This is an optimization exercise on Yosys and OpenROAD, whose aim is small area and a short achievable clock period, not a production implementation. Only simulation tests tie the RTL to the original design; equivalence was not proved. Power and IR drop assume default switching activity.

==> design/flow/run.sh <==
#!/bin/bash
# synth_recipe.tcl (not shown) runs the flow's synth.tcl, then flattens the netlist and writes it again
# the make line also repeats each setting of config.mk as NAME=value (left out here)
make -C /OpenROAD-flow-scripts/flow DESIGN_CONFIG=/design/flow/config.mk WORK_HOME=/design/flow/orfs CLKGATE_MAP_FILE= SYNTH_SCRIPT=/design/flow/synth_recipe.tcl finish
==> design/flow/config.mk <==
export PLATFORM = sky130hd
export DESIGN_NAME = spi_lcd_sequencer
export DESIGN_NICKNAME = spi_lcd_sequencer
export VERILOG_FILES = /design/flow/design.v
export SDC_FILE = /design/flow/constraint.sdc
export NUM_CORES = 4
export LEC_CHECK = 0
export CAP_MARGIN = 20
export CORE_MARGIN = 2
export CORE_UTILIZATION = 40
export SLEW_MARGIN = 20
==> design/flow/constraint.sdc <==
create_clock -name core_clock -period 4.4 [get_ports {clk}]
set_input_delay 0.8800 -clock core_clock [delete_from_list [all_inputs] [get_ports {clk}]]
set_output_delay 0.8800 -clock core_clock [all_outputs]
set_load 0.01 [all_outputs]
==> design/flow/design.v <==
module spi_lcd_sequencer #(
  parameter int MEM_BITS   = 10,
  parameter int ADDR_WIDTH = 8,
  parameter int DATA_BITS  = 8
) (
  input  logic                  clk,
  input  logic                  rst_n,
  input  logic                  sclk_pos_edge,
  input  logic                  sclk_neg_edge,
  input  logic                  start,
  input  logic                  wr_en,
  input  logic [ADDR_WIDTH-1:0] wr_addr,
  input  logic [MEM_BITS-1:0]   wr_data,
  output logic                  mosi,
  output logic                  cs,
  output logic                  dc,
  output logic                  busy,
  output logic                  done,
  output logic [ADDR_WIDTH-1:0] pc
);
  localparam int DEPTH  = 2 ** ADDR_WIDTH;
  localparam int BCNT_W = $clog2(DATA_BITS + 1);
  localparam logic [ADDR_WIDTH-1:0] PC_ONE    = ADDR_WIDTH'(1);
  localparam logic [BCNT_W-1:0]     BCNT_ONE  = BCNT_W'(1);
  localparam logic [BCNT_W-1:0]     BCNT_FULL = BCNT_W'(DATA_BITS);
  localparam logic [DATA_BITS-1:0]  DLY_ONE   = DATA_BITS'(1);
  localparam logic [1:0] OP_CMD   = 2'b00;
  localparam logic [1:0] OP_DATA  = 2'b01;
  localparam logic [1:0] OP_DELAY = 2'b10;
  typedef enum logic [2:0] {
    S_IDLE,
    S_FETCH,
    S_DECODE,
    S_SHIFT,
    S_DELAY,
    S_HALT
  } state_t;
  logic [MEM_BITS-1:0] mem_q [DEPTH];
  logic [MEM_BITS-1:0] rd_q;
  state_t                state_q, state_d;
  logic [ADDR_WIDTH-1:0] pc_q, pc_d;
  logic [DATA_BITS-1:0]  shreg_q, shreg_d;
  logic [DATA_BITS-1:0]  dly_q, dly_d;
  logic [BCNT_W-1:0]     bcnt_q, bcnt_d;
  logic                  started_q, started_d;
  logic                  mosi_q, mosi_d;
  logic                  cs_q, cs_d;
  logic                  dc_q, dc_d;
  logic                  busy_q, busy_d;
  logic                  done_q, done_d;
  logic                  pos_ev;
  logic                  neg_ev;
  logic [1:0]            opcode;
  logic [DATA_BITS-1:0]  operand;
  assign pos_ev  = sclk_pos_edge;
  assign neg_ev  = sclk_neg_edge & ~sclk_pos_edge;
  assign opcode  = rd_q[MEM_BITS-1 -: 2];
  assign operand = rd_q[DATA_BITS-1:0];
  always_ff @(posedge clk) begin
    if (wr_en && !busy_q) begin
      mem_q[wr_addr] <= wr_data;
    end
    rd_q <= mem_q[pc_q];
  end
  always_comb begin
    state_d   = state_q;
    pc_d      = pc_q;
    shreg_d   = shreg_q;
    dly_d     = dly_q;
    bcnt_d    = bcnt_q;
    started_d = started_q;
    mosi_d    = mosi_q;
    cs_d      = cs_q;
    dc_d      = dc_q;
    busy_d    = busy_q;
    done_d    = done_q;
    unique case (state_q)
      S_IDLE: begin
        if (start) begin
          state_d = S_FETCH;
          pc_d    = '0;
          busy_d  = 1'b1;
          done_d  = 1'b0;
        end
      end
      S_FETCH: begin
        state_d = S_DECODE;
      end
      S_DECODE: begin
        unique case (opcode)
          OP_CMD, OP_DATA: begin
            shreg_d   = operand;
            dc_d      = (opcode == OP_DATA);
            bcnt_d    = '0;
            started_d = 1'b0;
            state_d   = S_SHIFT;
          end
          OP_DELAY: begin
            dly_d = operand;
            if (operand == '0) begin
              pc_d    = pc_q + PC_ONE;
              state_d = S_FETCH;
            end else begin
              state_d = S_DELAY;
            end
          end
          default: begin
            state_d = S_HALT;
            busy_d  = 1'b0;
            done_d  = 1'b1;
            cs_d    = 1'b1;
          end
        endcase
      end
      S_SHIFT: begin
        if (pos_ev) begin
          if (started_q && (bcnt_q != BCNT_FULL)) begin
            bcnt_d = bcnt_q + BCNT_ONE;
          end
        end else if (neg_ev) begin
          if (!started_q) begin
            started_d = 1'b1;
            cs_d      = 1'b0;
            mosi_d    = shreg_q[DATA_BITS-1];
            shreg_d   = shreg_q << 1;
          end else if (bcnt_q == BCNT_FULL) begin
            cs_d    = 1'b1;
            pc_d    = pc_q + PC_ONE;
            state_d = S_FETCH;
          end else begin
            mosi_d  = shreg_q[DATA_BITS-1];
            shreg_d = shreg_q << 1;
          end
        end
      end
      S_DELAY: begin
        if (pos_ev) begin
          dly_d = dly_q - DLY_ONE;
          if (dly_q == DLY_ONE) begin
            pc_d    = pc_q + PC_ONE;
            state_d = S_FETCH;
          end
        end
      end
      S_HALT: begin
        cs_d = 1'b1;
        if (start) begin
          state_d = S_FETCH;
          pc_d    = '0;
          busy_d  = 1'b1;
          done_d  = 1'b0;
        end
      end
      default: begin
        state_d = S_IDLE;
      end
    endcase
  end
  always_ff @(posedge clk or negedge rst_n) begin
    if (!rst_n) begin
      state_q   <= S_IDLE;
      pc_q      <= '0;
      bcnt_q    <= '0;
      started_q <= 1'b0;
      mosi_q    <= 1'b0;
      cs_q      <= 1'b1;
      dc_q      <= 1'b0;
      busy_q    <= 1'b0;
      done_q    <= 1'b0;
    end else begin
      state_q   <= state_d;
      pc_q      <= pc_d;
      bcnt_q    <= bcnt_d;
      started_q <= started_d;
      mosi_q    <= mosi_d;
      cs_q      <= cs_d;
      dc_q      <= dc_d;
      busy_q    <= busy_d;
      done_q    <= done_d;
    end
  end
  always_ff @(posedge clk) begin
    shreg_q <= shreg_d;
    dly_q   <= dly_d;
  end
  assign mosi = mosi_q;
  assign cs   = cs_q;
  assign dc   = dc_q;
  assign busy = busy_q;
  assign done = done_q;
  assign pc   = pc_q;
endmodule
==> notes.md <==
* Status: finished clean
* Clk pin slew, worst setup/hold paths at 0.06 ns
* Total Routing Usage GR at 0.227
* Final routed DRC violation total at 0
* FMAX at 239 MHz
* Synthesized Nets at 4967
* Top cells by area, synth: edfxtp_1 76%, mux4_2 12%, mux2i_1 2.9%, nor2_1 1.2%, a22oi_1 0.61%
* Clock latency (worst-skew pair) at 0.94 ns
* Fin. max-slew vios at 0
* Final nets at 5514
* CTS Root Cell: clkbuf_16
* Initial Util at 0.403
* Core Region at 252000 um2
* Post_cts resized at 0
* Worst path required time at 5.15 ns
* Startpoint types: flop
* Share of synthesized registers carrying an async set or reset at 0.00806
* Peak VDD IR at 529 uV
* Setup tns final at 0 ns
* Port buffer count at 36
* Arr. time, crit path at 4.93 ns
* Antenna-violating nets left at 0
* Count of flip-flops with a built-in enable after synthesis at 2576
* Clock Path Buffers at 4
* Post-synth top flop: edfxtp_1
* Crit path to: rd_q[0]$_DFF_P_
* Io pins at 37
* Synth warnings at 1
* Yosys reg bits at 2607
* TritonCTS Buffers at 288
* GRT overflow at 0
* Final WL at 296 mm
* CTS sink cnt at 2607
* First-pass GRT wire length at 413 mm
* Vias in the first global route at 53000
* Tcrit/Tclk final at 0.950
* Reg-to-reg startpoint: pc_q[0]$_DFFE_PN0P_
* R2r worst-path depth at 8
* Lkg Pwr at 37.3 nW
* Yosys top cell area share at 0.762
* Post-Syn Instances at 4938
* Layout filler cell count at 20900
* Synthesized area per cell at 20.6 um2
* CTS tree: yes
* Area grow syn2layout at 16.0%
* Top-count cell post-synth: edfxtp_1
* Max FO, Critical Path at 42
* Row cnt at 184
* Final core area utilization at 0.468
* List of most frequent post-synthesis cells: 2576 x edfxtp_1, 530 x mux4_2, 320 x nor2_1, 293 x mux2i_1, 141 x nand2_1
* Sequential area share after synthesis at 0.769
* Detailed Routing Iterations Pass 1 at 6
* Vias at 53800
* Worst Setup End Kind: flop
* Antenna violations before repair at 16
* Die width at 508 um
* Post-Place Setup Slack at 0.311 ns
* Pin count of the biggest net entering global routing at 125
* Power Dens Cells at 578 nW/um2
* DR vias/cell at 5.95
* Min-Delay Path Class: in2async
* Post CTS Setup Buffer Count at 0
* Hold_buf cts at 1
* Tmin final at 4.18 ns
* Crit Path Category: reg2reg
* Layout cells sized above 1 at 0.261
* Drt wl/cell at 32.7 um
* DP Wirelength at 186 mm
* Max Cap Viol at 0
* H-tree depth at 5
* Iter 0 DRT Violations at 7382
* Synth unique cells at 74
* Hold Worst Slack at 0.481 ns
* Die Y-Extent at 508 um
* Die area at 258000 um2
* Slew at the pin with the worst max-slew slack at 1.19 ns
* Syn Std Cell Area at 102000 um2
* Reg2Reg Capture Point: rd_q[0]$_DFF_P_
* Gpl congestion at 0.883
* Unrepaired setup endpoints after global routing: no
* Final setup margin at 0.220 ns
* Setup violations, final at 0
* Crit. Startpoint: pc_q[0]$_DFFE_PN0P_
* Hold Violations, Final at 0
* Clock Skew at 0.0574 ns
* R2R setup slack at 0.22 ns
* Headroom to the max-slew limit at 0.206
* Cell taking the most area after synthesis: edfxtp_1
layout make-up:
| type | count | area, um2 | share of cell area |
|---|---|---|---|
| antenna | 9 | 22.5 | 0.000191 |
| clock buffer | 357 | 7560 | 0.0642 |
| clock inverter | 135 | 1260 | 0.0107 |
| inverter | 16 | 65.1 | 0.000552 |
| multi-input combinational | 2014 | 21700 | 0.184 |
| sequential | 2607 | 78100 | 0.663 |
| tap | 3348 | 4190 | 0.0356 |
| timing repair buffer | 558 | 4900 | 0.0416 |
logic make-up after synthesis:
logic type / after synthesis / share of synthesized area
XOR/XNOR: 8 / 0.000690
multiplexers: 839 / 0.148
buffers and inverters: 317 / 0.0183
adder cells (fa/ha/maj): 5 / 0.000616
AND/OR/NAND/NOR: 628 / 0.0267
flip-flops: 2607 / 0.769
AO/OA/AOI/OAI: 534 / 0.0366
per-layer routing:
metal,part of all wire,vias up,GRT usage
li1,-,21700,-
met1,0.40,28600,0.316
met2,0.47,2962,0.355
met3,0.098,526,0.0483
met4,0.037,10,0.0799
met5,0.00073,-,0.00463
stage by stage:
step           instances  total power, mW  area, um2
3_3_place_gp        8542             45.6     109000
4_1_cts             9035             68.4     118000
6_report            9044             68.1     118000
3_5_place_dp        8542             45.6     109000
2_1_floorplan       4938             38.8     102000
5_1_grt             9039             70.1     118000
power breakdown:
part | internal (mW) | switching (mW) | leakage (nW)
Clock | 13.5 | 9.48 | 4.32
Sequential | 27.5 | 0.508 | 23.5
Combinational | 6.93 | 10.2 | 9.46
Total | 48.0 | 20.2 | 37.3
how the worst min path moves through the flow:
stage,endpoint,cells after the start
floorplan,mosi_q$_DFFE_PN0P_,1
global placement,mosi_q$_DFFE_PN0P_,1
detailed placement,mosi_q$_DFFE_PN0P_,1
CTS,done_q$_DFFE_PN0P_,2
global route,done_q$_DFFE_PN0P_,2
finish,done_q$_DFFE_PN0P_,2
state kept, by name (all words and copies together), names as in the netlist:
name and flops:
mosi_q 1, dly_q 8, shreg_q 8, busy_q 1
bcnt_q 4, mem_q 2560, cs_q 1, state_q 3
dc_q 1, done_q 1, started_q 1, rd_q 10
pc_q 8
worst max-delay path, stage by stage, from the launching register on:
cell	delay [ns]
dfrtp_4	0.73
buf_12	0.39
mux4_2	0.56
mux2i_1	0.17
o21ai_0	0.16
nor3_1	0.49
a211oi_2	0.23
o41ai_1	0.94
o32ai_1	0.24
cells in the final DEF (no fill, tap or decap), types with 13 or more instances in the layout:
cell type        synthesis  final
mux2_2                  16     16
edfxtp_1              2576   2576
clkdlybuf4s50_1          0     25
o21ai_0                 65     65
inv_1                   14     13
nor2b_1                 28     23
a221oi_1                53     53
nand4_1                 20     20
buf_12                   5     47
a21oi_1                108    108
clkbuf_1               130     64
buf_4                   31    474
a211oi_1                37     36
mux2i_1                293    293
nor2_1                 320    318
clkinv_1                 1     53
o22ai_1                 39     39
mux4_2                 530    530
nand2_1                141    141
nand3_1                 60     56
dfrtp_1                 20     13
clkinv_2                 0     41
a22oi_1                 82     82
a31oi_1                 17     17
o221ai_1                33     33
clkbuf_16                0    292
bufinv_16                0     23

-- afterwards: timing with drivers on the ports --
No port has a modelled driver above. Below, the same layout with a new extraction and two added sets of constraints. Step 1 (the two cells are an assumption about what drives the block):
set clk [get_ports {clk}]
set_driving_cell -lib_cell sky130_fd_sc_hd__clkbuf_16 $clk
set_driving_cell -lib_cell sky130_fd_sc_hd__buf_2 [delete_from_list [all_inputs] $clk]
Step 2, shift: input delay + t, output delay - t, t = (earliest + latest rising clock arrival at the registers) / 2. This alone moves slack from input paths to output paths. a / b / c = ideal / step 1 / step 2; a / b = the first two.
shift t [ns]: 1.019
setup WS [ns]: 0.220 / 0.220 / 0.220
worst hold slack (ns): 0.481 / 0.401 / 0.488
worst setup path after step 2: register to register
worst slew at a driven data input, ns: 0.13
After both steps this run still meets setup and hold. For this run, drivers alone change the setup slack by 0.000 ns; drivers and shift together by 0.000 ns.
